Context: an optimization exercise on an open-source flow, tuned for small area. The choices shown serve that exercise and are no tape-out recipe.
Only simulation tests tie the RTL to the original design; equivalence was not proved.
The clock port is modelled as an ideal driver; clocking choices that lean on that would not hold on a real chip.
Power and IR drop assume default switching activity.

== run A ==
## reg_file
module reg_file #(
   parameter int DATA_WIDTH = 32,
   parameter int ADDR_WIDTH = 5
) (
   input  logic                  clk,
   input  logic                  rst_n,
   input  logic [DATA_WIDTH-1:0] sbus_in,
   input  logic [ADDR_WIDTH-1:0] write_select,
   input  logic [ADDR_WIDTH-1:0] sbus_select,
   input  logic [ADDR_WIDTH-1:0] alu_select,
   output logic [DATA_WIDTH-1:0] sbus_out,
   output logic [DATA_WIDTH-1:0] alu_out
);
   localparam int N = 2 ** ADDR_WIDTH;
   logic [N-1:1][DATA_WIDTH-1:0] regs;
   logic [N-1:1][DATA_WIDTH-1:0] regs_d;
   logic [N-1:1] wen, wen_n, rs, ra, wdec_n, hold_n;
   logic rst;
   rf_inv u_rst (.a(rst_n), .y(rst));
   rf_dec_en u_dws (.s(write_select), .en_n(rst), .y_n(wdec_n));
   rf_dec u_dss (.s(sbus_select), .y(rs));
   rf_dec u_das (.s(alu_select), .y(ra));
   for (genvar i = 1; i < N; i++) begin : g_wl
      rf_inv   u_w (.a(wdec_n[i]), .y(wen[i]));
      rf_nand2 u_h (.a(rst_n), .b(wdec_n[i]), .y(hold_n[i]));
      rf_inv   u_n (.a(hold_n[i]), .y(wen_n[i]));
   end
   for (genvar i = 1; i < N; i++) begin : g_row
      for (genvar b = 0; b < DATA_WIDTH; b++) begin : g_bit
         rf_ao22 u_next (.a1(regs[i][b]), .a2(wen_n[i]), .b1(sbus_in[b]), .b2(wen[i]), .y(regs_d[i][b]));
      end
   end
   always_ff @(posedge clk) regs <= regs_d;
   for (genvar b = 0; b < DATA_WIDTH; b++) begin : g_rd
      logic [N-1:1] col;
      for (genvar i = 1; i < N; i++) begin : g_col
         assign col[i] = regs[i][b];
      end
      rf_read u_s (.q(col), .s(rs), .y(sbus_out[b]));
      rf_read u_a (.q(col), .s(ra), .y(alu_out[b]));
   end
endmodule
Size in the first run: roughly 990 flip-flops, ~110 I/O pins, roughly 38000 um^2 of cells after synthesis.
export LEC_CHECK = 0
export CAP_MARGIN = 20
export CELL_PAD_IN_SITES_DETAIL_PLACEMENT = 1
export CELL_PAD_IN_SITES_GLOBAL_PLACEMENT = 2
export CORE_MARGIN = 2
export CORE_UTILIZATION = 40
export GPL_TIMING_DRIVEN = 0
export SLEW_MARGIN = 20
export SYNTH_HIERARCHICAL = 1
create_clock -name core_clock -period 8.0 [get_ports {clk}]
standard.sh (not shown) runs the stock make flow with config.mk's settings and CLKGATE_MAP_FILE= SYNTH_SCRIPT=/design/flow/synth_recipe.tcl, a recipe that flattens the netlist after the stock synthesis.
==> flow/flow/run.sh <==
#!/bin/bash
# The standard layout (standard.sh) with settings that ORFS reads from the environment:
#  - the register bits placed as a regular array around global placement (place_array.tcl),
#  - small port buffers, and no large buffers in repair (dont_use.tcl, dont_use_late.tcl),
#  - a clock tree of clkbuf_4 without dummy loads.
# Synthesis is the standard one, run unchanged.
set -euo pipefail
W=$(pwd)
F=$W/flow
bash standard.sh synth > $W/synth.log 2>&1
export PRE_GLOBAL_PLACE_SKIP_IO_TCL=$F/array_fix.tcl
export PRE_GLOBAL_PLACE_TCL=$F/array_fix_du.tcl
export POST_GLOBAL_PLACE_TCL=$F/array_release.tcl
export PRE_RESIZE_TCL=$F/dont_use.tcl
export PRE_CTS_TCL=$F/dont_use.tcl
export PRE_GLOBAL_ROUTE_TCL=$F/dont_use_late.tcl
export BUFFER_PORTS_ARGS="-buffer_cell sky130_fd_sc_hd__buf_1"
export CTS_ARGS="-sink_clustering_enable -repair_clock_nets -dont_use_dummy_load -buf_list {sky130_fd_sc_hd__clkbuf_4} -sink_clustering_size 9 -sink_clustering_max_diameter 40"
bash standard.sh finish > $W/layout.log 2>&1
==> flow/flow/dont_use_late.tcl <==
# After clock tree synthesis: as dont_use.tcl, and keep repair off the clock buffers as well
# (the resizer otherwise picks clkbuf_8/16 as plain buffers).
source [file join [file dirname [info script]] dont_use.tcl]
set_dont_use {sky130_fd_sc_hd__clkbuf_8 sky130_fd_sc_hd__clkbuf_16}
Other scripts of this flow, unchanged in this note and not shown: flow/flow/array_fix.tcl, flow/flow/array_fix_du.tcl, flow/flow/array_release.tcl, flow/flow/dont_use.tcl, flow/flow/place_array.tcl
Run A reached the end of the flow, and the finished layout is clean on the timing, design-rule and antenna checks.
What run B does differently from run A at the input level:
-- flow/flow/run.sh --
<<< run A, line 5
>>> run B, line 5
#  - inv_2 (same area as inv_1) driving the long register lines (line_drivers.tcl),
<<< run A, line 14
export PRE_RESIZE_TCL=$F/dont_use.tcl
>>> run B, line 15
export PRE_RESIZE_TCL=$F/resize_pre.tcl
==> flow/flow/line_drivers.tcl (new file) <==
# Drive the long register lines (select, write-enable and hold lines, 32 loads each) with inv_2
# rather than inv_1: the same area, twice the drive, so repair needs no buffers on them.
foreach inst [[ord::get_db_block] getInsts] {
  if {[[$inst getMaster] getName] ne "sky130_fd_sc_hd__inv_1"} { continue }
  set out [$inst findITerm Y]
  if {$out eq "NULL" || [$out getNet] eq "NULL"} { continue }
  if {[llength [[$out getNet] getITerms]] > 16} {
    replace_cell [$inst getName] sky130_fd_sc_hd__inv_2
  }
}
==> flow/flow/resize_pre.tcl (new file) <==
# hook before repair_design: keep off the large buffers, and give the long lines inv_2 drivers
source [file join [file dirname [info script]] dont_use.tcl]
source [file join [file dirname [info script]] line_drivers.tcl]
==> comparison <==
On layout clock buffer count: between run B and run A, it ends up higher for run A. Across both runs, post-detailed-routing wire length was lower for run B than for run A. Delta (run B minus run A): worst slew margin relative to its limit went up, setup slack of the critical path after layout went up, number of design-rule violations left by the first detailed-router iteration went down.
> inputs changed (run B -> run C)
-- flow/flow/run.sh --
<<< run B, line 5
#  - inv_2 (same area as inv_1) driving the long register lines (line_drivers.tcl),
#  - a clock tree of clkbuf_4 without dummy loads.
>>> run C, line 5
#  - a clock tree of clkbuf_8 without dummy loads.
<<< run B, line 15
export PRE_RESIZE_TCL=$F/resize_pre.tcl
>>> run C, line 14
export PRE_RESIZE_TCL=$F/dont_use.tcl
<<< run B, line 19
export CTS_ARGS="-sink_clustering_enable -repair_clock_nets -dont_use_dummy_load -buf_list {sky130_fd_sc_hd__clkbuf_4} -sink_clustering_size 9 -sink_clustering_max_diameter 40"
>>> run C, line 18
export CTS_ARGS="-sink_clustering_enable -repair_clock_nets -dont_use_dummy_load -buf_list {sky130_fd_sc_hd__clkbuf_8} -sink_clustering_size 14 -sink_clustering_max_diameter 50"
removed: flow/flow/line_drivers.tcl
removed: flow/flow/resize_pre.tcl
==> comparison <==
Run C vs run B: routed via count up. Routed wire length deteriorates in run C relative to run B. Between run B and run C, the flow reports amount of wire on met2 after detailed routing increasing by a few percent. Run C vs. run B: detailed placement HPWL went up by 0.85%. [compare] base=run B new=run C: total internal power rose by 2.7%, via density per instance shows an increase of 1.0%, net count of the finished layout down 0.73%, fmax lost about 7%. Going from run B to run C, clock power grows by about 5%.
### run C -> run D
-- flow/flow/run.sh --
<<< run C, line 4
#  - small port buffers, and no large buffers in repair (dont_use.tcl, dont_use_late.tcl),
>>> run D, line 4
#  - small port buffers, and no large buffers in repair (dont_use.tcl),
<<< run C, line 16
export PRE_GLOBAL_ROUTE_TCL=$F/dont_use_late.tcl
>>> run D, line 16
export PRE_GLOBAL_ROUTE_TCL=$F/dont_use.tcl
removed: flow/flow/dont_use_late.tcl
Findings:
Changes observed in run D relative to run C: count of routing violations after the opening detailed-route iteration went up, wire length increased by 650 um relative to the old numbers, area added between synthesis and finish climbed 0.35 points, overall power after layout did not really move, fmax about even. The share of the cycle needed by the critical path after routing in run D was higher than what run C gave. Diff run C -> run D | sequential share of layout area | decrease of 0.15 points.

========
the baseline:
Another version of the RTL of reg_file (not shown whole).
Size in the first run: roughly 3200 cells after synthesis, ~110 I/O pins, roughly 38000 sq um of cells after synthesis.
## reg_file
module reg_file #(
   parameter int DATA_WIDTH = 32,
   parameter int ADDR_WIDTH = 5
) (
   input  logic                  clk,
   input  logic                  rst_n,
   input  logic [DATA_WIDTH-1:0] sbus_in,
   input  logic [ADDR_WIDTH-1:0] write_select,
   input  logic [ADDR_WIDTH-1:0] sbus_select,
   input  logic [ADDR_WIDTH-1:0] alu_select,
   output logic [DATA_WIDTH-1:0] sbus_out,
   output logic [DATA_WIDTH-1:0] alu_out
);
   localparam int N = 2 ** ADDR_WIDTH;
   logic [N-1:1][DATA_WIDTH-1:0] regs;
   logic [N-1:1][DATA_WIDTH-1:0] regs_d;
   logic [N-1:1] wen, wen_n, rs, ra, wdec_n, hold_n;
   rf_dec_en u_dws (.s(write_select), .en(rst_n), .y_n(wdec_n));
   rf_dec u_dss (.s(sbus_select), .y(rs));
   rf_dec u_das (.s(alu_select), .y(ra));
   for (genvar i = 1; i < N; i++) begin : g_wl
      rf_inv   u_w (.a(wdec_n[i]), .y(wen[i]));
      rf_nand2 u_h (.a(rst_n), .b(wdec_n[i]), .y(hold_n[i]));
      rf_inv   u_n (.a(hold_n[i]), .y(wen_n[i]));
   end
   for (genvar i = 1; i < N; i++) begin : g_row
      for (genvar b = 0; b < DATA_WIDTH; b++) begin : g_bit
         rf_ao22 u_next (.a1(regs[i][b]), .a2(wen_n[i]), .b1(sbus_in[b]), .b2(wen[i]), .y(regs_d[i][b]));
      end
   end
   always_ff @(posedge clk) regs <= regs_d;
   for (genvar b = 0; b < DATA_WIDTH; b++) begin : g_rd
      logic [N-1:1] col;
      for (genvar i = 1; i < N; i++) begin : g_col
         assign col[i] = regs[i][b];
      end
      rf_read u_s (.q(col), .s(rs), .y(sbus_out[b]));
      rf_read u_a (.q(col), .s(ra), .y(alu_out[b]));
   end
endmodule
Settings: LEC_CHECK=0, CAP_MARGIN=20, CELL_PAD_IN_SITES_DETAIL_PLACEMENT=1, CELL_PAD_IN_SITES_GLOBAL_PLACEMENT=2, CORE_MARGIN=2, CORE_UTILIZATION=45, GPL_TIMING_DRIVEN=0, SLEW_MARGIN=20, SYNTH_HIERARCHICAL=1; clock period 8.0 ns.
==> flow/flow/run.sh <==
#!/bin/bash
# The standard layout (standard.sh) with settings that ORFS reads from the environment:
#  - the register bits placed as a regular array around global placement (place_array.tcl),
#  - small port buffers, and no large buffers in repair (dont_use.tcl, dont_use_late.tcl),
#  - inv_2 (same area as inv_1) driving the long register lines (line_drivers.tcl),
#  - a clock tree of clkbuf_4 without dummy loads.
# Synthesis is the standard one, run unchanged.
set -euo pipefail
W=$(pwd)
F=$W/flow
bash standard.sh synth > $W/synth.log 2>&1
export PRE_GLOBAL_PLACE_SKIP_IO_TCL=$F/array_fix.tcl
export PRE_GLOBAL_PLACE_TCL=$F/array_fix_du.tcl
export POST_GLOBAL_PLACE_TCL=$F/array_release.tcl
export PRE_RESIZE_TCL=$F/resize_pre.tcl
export PRE_CTS_TCL=$F/dont_use.tcl
export PRE_GLOBAL_ROUTE_TCL=$F/dont_use_late.tcl
export BUFFER_PORTS_ARGS="-buffer_cell sky130_fd_sc_hd__buf_1"
export CTS_ARGS="-sink_clustering_enable -repair_clock_nets -dont_use_dummy_load -buf_list {sky130_fd_sc_hd__clkbuf_4} -sink_clustering_size 9 -sink_clustering_max_diameter 40"
bash standard.sh finish > $W/layout.log 2>&1
Other scripts of this flow, unchanged in this note and not shown: flow/flow/array_fix.tcl, flow/flow/array_fix_du.tcl, flow/flow/array_release.tcl, flow/flow/dont_use.tcl, flow/flow/dont_use_late.tcl, flow/flow/line_drivers.tcl, flow/flow/place_array.tcl, flow/flow/resize_pre.tcl
The baseline: done, clean on timing, DRC and antenna
What the candidate does differently from the baseline at the input level:
Settings: CORE_UTILIZATION changed from 45 to 40.
The candidate | stages: all done | timing, DRC, antenna: all pass. Across both runs, slew of the pin with the lowest slew margin was higher for the candidate than for the baseline. Between the baseline and the candidate, the static power due to leakage does not differ in any meaningful way. Taking the baseline as the reference, in the candidate share of total power in combinational logic shows no meaningful change; number of setup violations in the final report ~0 delta; share of the clock period used by the worst path flat. The candidate vs. the baseline: count of clock-net buffers in the final layout higher; total die area higher.

-- re-timing with driven ports --
Ports are ideal in the flow. The routed layouts listed here were re-timed in OpenROAD.
Step 1 (the two cells are an assumption about what drives the block):
set clk [get_ports {clk}]
set_driving_cell -lib_cell sky130_fd_sc_hd__clkbuf_16 $clk
set_driving_cell -lib_cell sky130_fd_sc_hd__buf_2 [delete_from_list [all_inputs] $clk]
Step 2 moves the port delays by t, midway between the first and last clock arrival at a register: inputs arrive t later, outputs are due t later. That takes back most of the time a late clock gives input paths.
a / b / c = ideal / step 1 / step 2; a / b = the first two.
| run | t, ns | setup WS [ns] | hold WS [ns] | worst data-port slew with drivers (ns) |
|---|---|---|---|---|
| run A | 1.107 | 1.444 / 1.419 / 1.419 | 0.515 / 0.515 / 0.515 | 0.12 |
| run B | 1.149 | 1.957 / 1.933 / 1.933 | 0.516 / 0.516 / 0.516 | 0.12 |
| run C | 0.815 | 1.512 / 1.489 / 1.489 | 0.517 / 0.517 / 0.517 | 0.12 |
| run D | 0.796 | 1.496 / 1.473 / 1.473 | 0.517 / 0.517 / 0.517 | 0.12 |
| the baseline | 1.046 | 1.875 / 1.847 / 1.847 | 0.516 / 0.516 / 0.516 | 0.15 |
| the candidate | 1.089 | 1.872 / 1.846 / 1.846 | 0.515 / 0.515 / 0.515 | 0.19 |
After both steps every run listed still meets setup and hold. For the baseline, which loses most, drivers alone change the setup slack by -0.028 ns; drivers and shift together by -0.028 ns.
